From an optimization exercise on the open Yosys and OpenROAD flow, aimed at small area and a short achievable clock period; shortcuts taken in it are not production practice. Where RTL was checked, it was by simulation tests only, not by an equivalence proof against the original. Power is estimated from default activity; no workload was simulated.

==> v13 <==
// retire_stage
module retire_stage (
    input  wire logic clk_i,
    input  wire logic rst_ni,
    input  wire logic issue_valid_i,
    output logic      issue_ready_o,
    output logic      issue_id_valid_o,
    output rob_pkg::rob_id_t   issue_id_o,
    input  wire logic issue_id_ready_i,
    input  wire logic [4-1:0]             retire_valid_i,
    input  wire logic [4*3-1:0]   retire_id_i,
    input  wire logic [4*16-1:0] retire_data_i,
    output logic      commit_valid_o,
    output rob_pkg::rob_id_t   commit_id_o,
    output rob_pkg::rob_data_t commit_data_o,
    input  wire logic commit_ready_i
);
==> module rob_memory, before the edit <==
module rob_memory (
    input  wire logic                                 clk_i,
    input  wire logic                                 rst_ni,
    input  wire logic [4-1:0]             wr_valid_i,
    input  wire logic [4*3-1:0]   wr_id_i,
    input  wire logic [4*16-1:0] wr_data_i,
    input  wire logic [8-1:0]                head_sel_i,
    input  wire logic                                 clear_i,
    output logic                                      head_done_o,
    output logic [8*16-1:0]         data_o
);
    logic [8-1:0] completed_q;
    logic [8-1:0] port_sel [4];
    for (genvar p = 0; p < 4; p++) begin : gen_dec
        rob_decode dec (
            .valid_i (wr_valid_i[p]),
            .id_i    (wr_id_i[p*3 +: 3]),
            .sel_o   (port_sel[p])
        );
    end
    for (genvar e = 0; e < 8; e++) begin : gen_entry
        logic [4-1:0] wr_sel;
        logic                     wr_any;
        rob_pkg::rob_data_t       data_q;
        rob_pkg::rob_data_t       data_d;
        for (genvar p = 0; p < 4; p++) begin : gen_port
            assign wr_sel[p] = port_sel[p][e];
        end
        assign wr_any = |wr_sel;
        always_ff @(posedge clk_i) begin
            if (!rst_ni) begin
                completed_q[e] <= 1'b0;
            end else if (wr_any) begin
                completed_q[e] <= 1'b1;
            end else if (clear_i && head_sel_i[e]) begin
                completed_q[e] <= 1'b0;
            end
        end
        rob_select #(.N(4)) wr_mux (
            .sel_i  (wr_sel),
            .hold_i (completed_q[e]),
            .data_i (wr_data_i),
            .q_i    (data_q),
            .d_o    (data_d)
        );
        always_ff @(posedge clk_i) begin
            data_q <= data_d;
        end
        assign data_o[e*16 +: 16] = data_q;
    end
    assign head_done_o = |(completed_q & head_sel_i);
endmodule
==> module rob_decode, before the edit <==
module rob_decode (
    input  wire logic              valid_i,
    input  rob_pkg::rob_id_t       id_i,
    output logic [8-1:0]  sel_o
);
    logic [3:0] lo;
    logic [1:0] hi;
    rob_predecode predec (
        .valid_i (valid_i),
        .id_i    (id_i),
        .lo_o    (lo),
        .hi_o    (hi)
    );
    for (genvar e = 0; e < 8; e++) begin : gen_sel
        assign sel_o[e] = hi[e / 4] & lo[e % 4];
    end
endmodule
==> module retire_stage, before the edit <==
module retire_stage (
    input  wire logic clk_i,
    input  wire logic rst_ni,
    input  wire logic issue_valid_i,
    output logic      issue_ready_o,
    output logic      issue_id_valid_o,
    output rob_pkg::rob_id_t   issue_id_o,
    input  wire logic issue_id_ready_i,
    input  wire logic [4-1:0]             retire_valid_i,
    input  wire logic [4*3-1:0]   retire_id_i,
    input  wire logic [4*16-1:0] retire_data_i,
    output logic      commit_valid_o,
    output rob_pkg::rob_id_t   commit_id_o,
    output rob_pkg::rob_data_t commit_data_o,
    input  wire logic commit_ready_i
);
    rob_pkg::rob_id_t   last_id_q;    
    rob_pkg::rob_id_t   prev_head_q;  
    rob_pkg::rob_id_t   head_id;
    rob_pkg::rob_id_t   last_id_inc;
    logic               full_d;
    logic               not_full_q;    
    logic               issue_free_q;  
    logic               issue_valid_d;
    logic               empty_q;
    logic               issue_valid_q;
    logic               issue_in_ready;
    logic               alloc;
    logic               commit_valid_q;
    logic               commit_in_ready;
    logic               head_done;
    logic               head_ready;
    logic               pop;
    logic [8-1:0] head_sel;
    logic [8-1:0] load_sel;
    logic [8*16-1:0] mem_data;
    rob_pkg::rob_data_t commit_data_d;
    rob_pkg::rob_data_t commit_data_q;
    assign issue_in_ready = ~issue_valid_q | issue_id_ready_i;
    assign issue_ready_o  = issue_free_q | (not_full_q & issue_id_ready_i);
    assign alloc          = issue_valid_i & issue_ready_o;
    assign head_id     = rob_pkg::id_next(prev_head_q);
    assign last_id_inc = rob_pkg::id_next(last_id_q);
    for (genvar e = 0; e < 8; e++) begin : gen_head
        assign head_sel[e] = (head_id == rob_pkg::rob_id_t'(e));
    end
    rob_memory rob_memory0 (
        .clk_i       (clk_i),
        .rst_ni      (rst_ni),
        .wr_valid_i  (retire_valid_i),
        .wr_id_i     (retire_id_i),
        .wr_data_i   (retire_data_i),
        .head_sel_i  (head_sel),
        .clear_i     (pop),
        .head_done_o (head_done),
        .data_o      (mem_data)
    );
    assign head_ready      = ~empty_q & head_done;
    assign commit_in_ready = ~commit_valid_q | commit_ready_i;
    assign pop             = head_ready & commit_in_ready;
    always_comb begin
        full_d = ~not_full_q;
        if (alloc && !pop) begin
            full_d = (last_id_inc == prev_head_q);
        end else if (pop && !alloc) begin
            full_d = 1'b0;
        end
    end
    assign issue_valid_d = issue_in_ready ? alloc : issue_valid_q;
    always_ff @(posedge clk_i) begin
        if (!rst_ni) begin
            last_id_q      <= '1;
            prev_head_q    <= '1;
            not_full_q     <= 1'b1;
            issue_free_q   <= 1'b1;
            empty_q        <= 1'b1;
            issue_valid_q  <= 1'b0;
            commit_valid_q <= 1'b0;
        end else begin
            if (alloc) begin
                last_id_q <= last_id_inc;
            end
            if (pop) begin
                prev_head_q <= head_id;
            end
            if (alloc && !pop) begin
                empty_q <= 1'b0;
            end else if (pop && !alloc) begin
                empty_q <= (head_id == last_id_q);
            end
            not_full_q    <= ~full_d;
            issue_free_q  <= ~full_d & ~issue_valid_d;
            issue_valid_q <= issue_valid_d;
            if (commit_in_ready) begin
                commit_valid_q <= head_ready;
            end
        end
    end
    assign load_sel = head_sel & {8{commit_in_ready}};
    rob_select #(.N(8)) commit_mux (
        .sel_i  (load_sel),
        .hold_i (~commit_in_ready),
        .data_i (mem_data),
        .q_i    (commit_data_q),
        .d_o    (commit_data_d)
    );
    always_ff @(posedge clk_i) begin
        commit_data_q <= commit_data_d;
    end
    assign issue_id_valid_o = issue_valid_q;
    assign issue_id_o       = last_id_q;
    assign commit_valid_o   = commit_valid_q;
    assign commit_id_o      = prev_head_q;
    assign commit_data_o    = commit_data_q;
endmodule
==> module rob_predecode, before the edit <==
module rob_predecode (
    input  wire logic              valid_i,
    input  rob_pkg::rob_id_t       id_i,
    output logic [3:0]             lo_o,
    output logic [1:0]             hi_o
);
    for (genvar k = 0; k < 4; k++) begin : gen_lo
        assign lo_o[k] = (id_i[1:0] == 2'(k));
    end
    assign hi_o[0] = valid_i & ~id_i[2];
    assign hi_o[1] = valid_i &  id_i[2];
endmodule
clock: 4.5 ns
lec_check: 0
cap_margin: 20
core_margin: 2
core_utilization: 30
cts_buf_list: sky130_fd_sc_hd__clkbuf_2 sky130_fd_sc_hd__clkbuf_4 sky130_fd_sc_hd__clkbuf_8
place_density: 0.45
setup_slack_margin: 2.3
slew_margin: 20
synth_hierarchical: 1
standard.sh (not shown) runs the stock make flow with config.mk's settings and CLKGATE_MAP_FILE= SYNTH_SCRIPT=/design/flow/synth_recipe.tcl, a recipe that flattens the netlist after the stock synthesis.
==> flow/flow/run.sh <==
#!/bin/bash
# Layout flow: the standard flow (standard.sh) with two changes
#  - logic is mapped by ABC with an area-oriented script (flow/abc_area.script);
#    flip-flops are mapped before ABC, so the registers are the standard ones
#  - the port buffers are plain buf_1 cells
# Each tool's output goes to the log files ORFS writes under orfs/logs, and
# the whole run's output to flow_run.log here.
set -euo pipefail
here=$(pwd)
{
  printf 'proc abc {args} {\n'
  printf '  set i [lsearch $args -script]\n'
  printf '  if {$i >= 0} { lset args [expr {$i + 1}] %s }\n' "$here/flow/abc_area.script"
  printf '  yosys abc {*}$args\n'
  printf '}\n'
  cat "$here/synth_recipe.tcl"
} > "$here/own_synth.tcl"
sed "s|SYNTH_SCRIPT=[^ ]*|SYNTH_SCRIPT=$here/own_synth.tcl|" standard.sh > own_standard.sh
grep -q "SYNTH_SCRIPT=$here/own_synth.tcl" own_standard.sh
export BUFFER_PORTS_ARGS="-buffer_cell sky130_fd_sc_hd__buf_1"
bash own_standard.sh finish > flow_run.log 2>&1
==> flow/flow/abc_area.script <==
&get -n
&st
&dch
&nf -a
&put
==> v21: changes against v13 <==
--- a/flow/design.v
+++ b/flow/design.v
@@ -35,22 +35,34 @@
 );
     logic [8-1:0] completed_q;
     logic [8-1:0] port_sel [4];
+    logic [3:0]            port_lo  [4];
+    logic [1:0]            port_hi  [4];
     for (genvar p = 0; p < 4; p++) begin : gen_dec
         rob_decode dec (
             .valid_i (wr_valid_i[p]),
             .id_i    (wr_id_i[p*3 +: 3]),
+            .lo_o    (port_lo[p]),
+            .hi_o    (port_hi[p]),
             .sel_o   (port_sel[p])
         );
     end
     for (genvar e = 0; e < 8; e++) begin : gen_entry
         logic [4-1:0] wr_sel;
+        logic [4-1:0] wr_hi;
+        logic [4-1:0] wr_lo;
         logic                     wr_any;
         rob_pkg::rob_data_t       data_q;
         rob_pkg::rob_data_t       data_d;
         for (genvar p = 0; p < 4; p++) begin : gen_port
             assign wr_sel[p] = port_sel[p][e];
-        end
-        assign wr_any = |wr_sel;
+            assign wr_hi[p]  = port_hi[p][e / 4];
+            assign wr_lo[p]  = port_lo[p][e % 4];
+        end
+        rob_any wr_any_gate (
+            .a_i   (wr_hi),
+            .b_i   (wr_lo),
+            .any_o (wr_any)
+        );
         always_ff @(posedge clk_i) begin
             if (!rst_ni) begin
                 completed_q[e] <= 1'b0;
@@ -122,10 +134,14 @@
 module rob_decode (
     input  wire logic              valid_i,
     input  rob_pkg::rob_id_t       id_i,
+    output logic [3:0]             lo_o,
+    output logic [1:0]             hi_o,
     output logic [8-1:0]  sel_o
 );
     logic [3:0] lo;
     logic [1:0] hi;
+    assign lo_o = lo;
+    assign hi_o = hi;
     rob_predecode predec (
         .valid_i (valid_i),
         .id_i    (id_i),
@@ -147,6 +163,13 @@
     end
     assign hi_o[0] = valid_i & ~id_i[2];
     assign hi_o[1] = valid_i &  id_i[2];
+endmodule
+module rob_any (
+    input  wire logic [4-1:0] a_i,
+    input  wire logic [4-1:0] b_i,
+    output logic                          any_o
+);
+    assign any_o = |(a_i & b_i);
 endmodule
 `default_nettype wire
 `timescale 1ns/10ps
@@ -173,9 +196,8 @@
     rob_pkg::rob_id_t   last_id_inc;
     logic               full_d;
     logic               not_full_q;    
-    logic               issue_free_q;  
+    logic               issue_busy_q;  
     logic               issue_valid_d;
-    logic               empty_q;
     logic               issue_valid_q;
     logic               issue_in_ready;
     logic               alloc;
@@ -190,7 +212,12 @@
     rob_pkg::rob_data_t commit_data_d;
     rob_pkg::rob_data_t commit_data_q;
     assign issue_in_ready = ~issue_valid_q | issue_id_ready_i;
-    assign issue_ready_o  = issue_free_q | (not_full_q & issue_id_ready_i);
+    rob_ready_gate issue_ready_gate (
+        .busy_i  (issue_busy_q),
+        .avail_i (not_full_q),
+        .ready_i (issue_id_ready_i),
+        .ready_o (issue_ready_o)
+    );
     assign alloc          = issue_valid_i & issue_ready_o;
     assign head_id     = rob_pkg::id_next(prev_head_q);
     assign last_id_inc = rob_pkg::id_next(last_id_q);
@@ -208,7 +235,7 @@
         .head_done_o (head_done),
         .data_o      (mem_data)
     );
-    assign head_ready      = ~empty_q & head_done;
+    assign head_ready      = head_done;
     assign commit_in_ready = ~commit_valid_q | commit_ready_i;
     assign pop             = head_ready & commit_in_ready;
     always_comb begin
@@ -225,8 +252,7 @@
             last_id_q      <= '1;
             prev_head_q    <= '1;
             not_full_q     <= 1'b1;
-            issue_free_q   <= 1'b1;
-            empty_q        <= 1'b1;
+            issue_busy_q   <= 1'b0;
             issue_valid_q  <= 1'b0;
             commit_valid_q <= 1'b0;
         end else begin
@@ -236,13 +262,8 @@
             if (pop) begin
                 prev_head_q <= head_id;
             end
-            if (alloc && !pop) begin
-                empty_q <= 1'b0;
-            end else if (pop && !alloc) begin
-                empty_q <= (head_id == last_id_q);
-            end
             not_full_q    <= ~full_d;
-            issue_free_q  <= ~full_d & ~issue_valid_d;
+            issue_busy_q  <= full_d | issue_valid_d;
             issue_valid_q <= issue_valid_d;
             if (commit_in_ready) begin
                 commit_valid_q <= head_ready;
@@ -266,4 +287,21 @@
     assign commit_id_o      = prev_head_q;
     assign commit_data_o    = commit_data_q;
 endmodule
+module rob_ready_gate (
+    input  wire logic busy_i,
+    input  wire logic avail_i,
+    input  wire logic ready_i,
+    output logic      ready_o
+);
+    logic avail_ready_n;
+    rob_nand2 nand_in  (.a_i(avail_i), .b_i(ready_i),       .y_o(avail_ready_n));
+    rob_nand2 nand_out (.a_i(busy_i),  .b_i(avail_ready_n), .y_o(ready_o));
+endmodule
+module rob_nand2 (
+    input  wire logic a_i,
+    input  wire logic b_i,
+    output logic      y_o
+);
+    assign y_o = ~(a_i & b_i);
+endmodule
 `default_nettype wire
--- a/flow/flow/run.sh
+++ b/flow/flow/run.sh
@@ -3,6 +3,7 @@
 #  - logic is mapped by ABC with an area-oriented script (flow/abc_area.script);
 #    flip-flops are mapped before ABC, so the registers are the standard ones
 #  - the port buffers are plain buf_1 cells
+#  - clock tree synthesis adds no dummy load cells
 # Each tool's output goes to the log files ORFS writes under orfs/logs, and
 # the whole run's output to flow_run.log here.
 set -euo pipefail
@@ -18,4 +19,5 @@
 sed "s|SYNTH_SCRIPT=[^ ]*|SYNTH_SCRIPT=$here/own_synth.tcl|" standard.sh > own_standard.sh
 grep -q "SYNTH_SCRIPT=$here/own_synth.tcl" own_standard.sh
 export BUFFER_PORTS_ARGS="-buffer_cell sky130_fd_sc_hd__buf_1"
+export CTS_ARGS="-sink_clustering_enable -repair_clock_nets -dont_use_dummy_load -buf_list {sky130_fd_sc_hd__clkbuf_2 sky130_fd_sc_hd__clkbuf_4 sky130_fd_sc_hd__clkbuf_8}"
 bash own_standard.sh finish > flow_run.log 2>&1
SETUP_SLACK_MARGIN = 2.35   (was 2.3)
==> v10: changes against v13 <==
--- a/flow/design.v
+++ b/flow/design.v
@@ -124,29 +124,9 @@
     input  rob_pkg::rob_id_t       id_i,
     output logic [8-1:0]  sel_o
 );
-    logic [3:0] lo;
-    logic [1:0] hi;
-    rob_predecode predec (
-        .valid_i (valid_i),
-        .id_i    (id_i),
-        .lo_o    (lo),
-        .hi_o    (hi)
-    );
     for (genvar e = 0; e < 8; e++) begin : gen_sel
-        assign sel_o[e] = hi[e / 4] & lo[e % 4];
-    end
-endmodule
-module rob_predecode (
-    input  wire logic              valid_i,
-    input  rob_pkg::rob_id_t       id_i,
-    output logic [3:0]             lo_o,
-    output logic [1:0]             hi_o
-);
-    for (genvar k = 0; k < 4; k++) begin : gen_lo
-        assign lo_o[k] = (id_i[1:0] == 2'(k));
-    end
-    assign hi_o[0] = valid_i & ~id_i[2];
-    assign hi_o[1] = valid_i &  id_i[2];
+        assign sel_o[e] = valid_i & (id_i == rob_pkg::rob_id_t'(e));
+    end
 endmodule
 `default_nettype wire
 `timescale 1ns/10ps
@@ -171,10 +151,7 @@
     rob_pkg::rob_id_t   prev_head_q;  
     rob_pkg::rob_id_t   head_id;
     rob_pkg::rob_id_t   last_id_inc;
-    logic               full_d;
-    logic               not_full_q;    
-    logic               issue_free_q;  
-    logic               issue_valid_d;
+    logic               full_q;
     logic               empty_q;
     logic               issue_valid_q;
     logic               issue_in_ready;
@@ -190,7 +167,7 @@
     rob_pkg::rob_data_t commit_data_d;
     rob_pkg::rob_data_t commit_data_q;
     assign issue_in_ready = ~issue_valid_q | issue_id_ready_i;
-    assign issue_ready_o  = issue_free_q | (not_full_q & issue_id_ready_i);
+    assign issue_ready_o  = ~full_q & issue_in_ready;
     assign alloc          = issue_valid_i & issue_ready_o;
     assign head_id     = rob_pkg::id_next(prev_head_q);
     assign last_id_inc = rob_pkg::id_next(last_id_q);
@@ -211,21 +188,11 @@
     assign head_ready      = ~empty_q & head_done;
     assign commit_in_ready = ~commit_valid_q | commit_ready_i;
     assign pop             = head_ready & commit_in_ready;
-    always_comb begin
-        full_d = ~not_full_q;
-        if (alloc && !pop) begin
-            full_d = (last_id_inc == prev_head_q);
-        end else if (pop && !alloc) begin
-            full_d = 1'b0;
-        end
-    end
-    assign issue_valid_d = issue_in_ready ? alloc : issue_valid_q;
     always_ff @(posedge clk_i) begin
         if (!rst_ni) begin
             last_id_q      <= '1;
             prev_head_q    <= '1;
-            not_full_q     <= 1'b1;
-            issue_free_q   <= 1'b1;
+            full_q         <= 1'b0;
             empty_q        <= 1'b1;
             issue_valid_q  <= 1'b0;
             commit_valid_q <= 1'b0;
@@ -238,12 +205,14 @@
             end
             if (alloc && !pop) begin
                 empty_q <= 1'b0;
+                full_q  <= (last_id_inc == prev_head_q);
             end else if (pop && !alloc) begin
+                full_q  <= 1'b0;
                 empty_q <= (head_id == last_id_q);
             end
-            not_full_q    <= ~full_d;
-            issue_free_q  <= ~full_d & ~issue_valid_d;
-            issue_valid_q <= issue_valid_d;
+            if (issue_in_ready) begin
+                issue_valid_q <= alloc;
+            end
             if (commit_in_ready) begin
                 commit_valid_q <= head_ready;
             end
CELL_PAD_IN_SITES_DETAIL_PLACEMENT = 1   (was unset)
CELL_PAD_IN_SITES_GLOBAL_PLACEMENT = 1   (was unset)
CORE_UTILIZATION = 40   (was 30)
PLACE_DENSITY = 0.6   (was 0.45)
SETUP_SLACK_MARGIN = 2.2   (was 2.3)
==> v34: changes against v13 <==
--- a/flow/design.v
+++ b/flow/design.v
@@ -173,9 +173,8 @@
     rob_pkg::rob_id_t   last_id_inc;
     logic               full_d;
     logic               not_full_q;    
-    logic               issue_free_q;  
+    logic               issue_busy_q;  
     logic               issue_valid_d;
-    logic               empty_q;
     logic               issue_valid_q;
     logic               issue_in_ready;
     logic               alloc;
@@ -190,7 +189,12 @@
     rob_pkg::rob_data_t commit_data_d;
     rob_pkg::rob_data_t commit_data_q;
     assign issue_in_ready = ~issue_valid_q | issue_id_ready_i;
-    assign issue_ready_o  = issue_free_q | (not_full_q & issue_id_ready_i);
+    rob_ready_gate issue_ready_gate (
+        .busy_i  (issue_busy_q),
+        .avail_i (not_full_q),
+        .ready_i (issue_id_ready_i),
+        .ready_o (issue_ready_o)
+    );
     assign alloc          = issue_valid_i & issue_ready_o;
     assign head_id     = rob_pkg::id_next(prev_head_q);
     assign last_id_inc = rob_pkg::id_next(last_id_q);
@@ -208,7 +212,7 @@
         .head_done_o (head_done),
         .data_o      (mem_data)
     );
-    assign head_ready      = ~empty_q & head_done;
+    assign head_ready      = head_done;
     assign commit_in_ready = ~commit_valid_q | commit_ready_i;
     assign pop             = head_ready & commit_in_ready;
     always_comb begin
@@ -225,8 +229,7 @@
             last_id_q      <= '1;
             prev_head_q    <= '1;
             not_full_q     <= 1'b1;
-            issue_free_q   <= 1'b1;
-            empty_q        <= 1'b1;
+            issue_busy_q   <= 1'b0;
             issue_valid_q  <= 1'b0;
             commit_valid_q <= 1'b0;
         end else begin
@@ -236,13 +239,8 @@
             if (pop) begin
                 prev_head_q <= head_id;
             end
-            if (alloc && !pop) begin
-                empty_q <= 1'b0;
-            end else if (pop && !alloc) begin
-                empty_q <= (head_id == last_id_q);
-            end
             not_full_q    <= ~full_d;
-            issue_free_q  <= ~full_d & ~issue_valid_d;
+            issue_busy_q  <= full_d | issue_valid_d;
             issue_valid_q <= issue_valid_d;
             if (commit_in_ready) begin
                 commit_valid_q <= head_ready;
@@ -266,4 +264,21 @@
     assign commit_id_o      = prev_head_q;
     assign commit_data_o    = commit_data_q;
 endmodule
+module rob_ready_gate (
+    input  wire logic busy_i,
+    input  wire logic avail_i,
+    input  wire logic ready_i,
+    output logic      ready_o
+);
+    logic avail_ready_n;
+    rob_nand2 nand_in  (.a_i(avail_i), .b_i(ready_i),       .y_o(avail_ready_n));
+    rob_nand2 nand_out (.a_i(busy_i),  .b_i(avail_ready_n), .y_o(ready_o));
+endmodule
+module rob_nand2 (
+    input  wire logic a_i,
+    input  wire logic b_i,
+    output logic      y_o
+);
+    assign y_o = ~(a_i & b_i);
+endmodule
 `default_nettype wire
CTS_CLUSTER_SIZE = 30   (was unset)
SETUP_SLACK_MARGIN = 2.35   (was 2.3)
==> summary of the runs <==
- Power, highest first: v34, v21, v13, v10.
- Between v34 and v21, the lower clock-buffer cell count is in v21 (gap 2).
- Core utilization: v34 is lower than v13 (0.091 points).
- Between v10 and v13, the lower die area is in v10 (gap about 25%, measured against v13).
- The lowest synthesized cell count belongs to v10, the highest to v21.
- Routed wire length: v34 < v21 < v10 < v13.
==> figures <==
item                                                                     v21             v34             v13             v10
Tap cells                                                                330             324             330             234
Global routing usage on met3                                           6.01%           5.75%           6.07%           8.66%
Post-CTS setup buffer count                                               10               8               4              14
Shortest period the worst path allows                                2190 ps         2180 ps         2240 ps         2370 ps
Number of global-route vias before repair                              8,106           8,018           8,222           8,839
Relative max-transition margin                                         28.4%           22.1%           19.7%           26.1%
Maximum fanout encountered on the critical timing path                    23              10               3              10
Clk network pwr share                                                  23.0%           31.1%           33.2%           31.8%
Overall power of the completed layout                                3630 µW         4020 µW         3610 µW         3530 µW
Outcome                                                       finished clean  finished clean  finished clean  finished clean
Switching Fraction                                                     36.3%           34.0%           32.2%           33.6%
Placed Instances                                                       1,233           1,214           1,245           1,117
Post-Syn Area                                                       7560 µm²        7470 µm²        7600 µm²        7530 µm²
Share of synthesized area occupied by flip-flops and latches           42.9%           43.4%           42.9%           43.1%
The RTL of v10 was laid out without a check of its function.

## static timing again, ports no longer ideal
No port has a modelled driver above. Below, the same layouts with a new extraction and two added sets of constraints. Step 1, drivers: a clkbuf_16 drives clk_i and a buf_2 each remaining input, both assumed. Step 2 adds t to the input delays and takes it off the output delays; t is the mean of the earliest and latest rising clock arrival at the registers after step 1. Input paths then give back, and output paths get back, about the clock's delay inside the block. Three values: ideal, step 1, step 2; two values: the first two.
run | t (ns) | setup slack, ns | clock arrival spread, ns | worst data-port slew with drivers (ns)
v13 | 0.516 | 2.264 / 2.231 / 1.780 | 0.022 / 0.023 | 0.04
v21 | 0.493 | 2.314 / 2.336 / 1.846 | 0.031 / 0.031 | 0.05
v10 | 0.514 | 2.131 / 2.149 / 1.634 | 0.015 / 0.015 | 0.04
v34 | 0.502 | 2.318 / 2.344 / 1.841 | 0.014 / 0.015 | 0.03
After both steps setup and hold are still met in every run listed. For v10, which loses most, drivers alone change the setup slack by +0.018 ns; drivers and shift together by -0.497 ns.
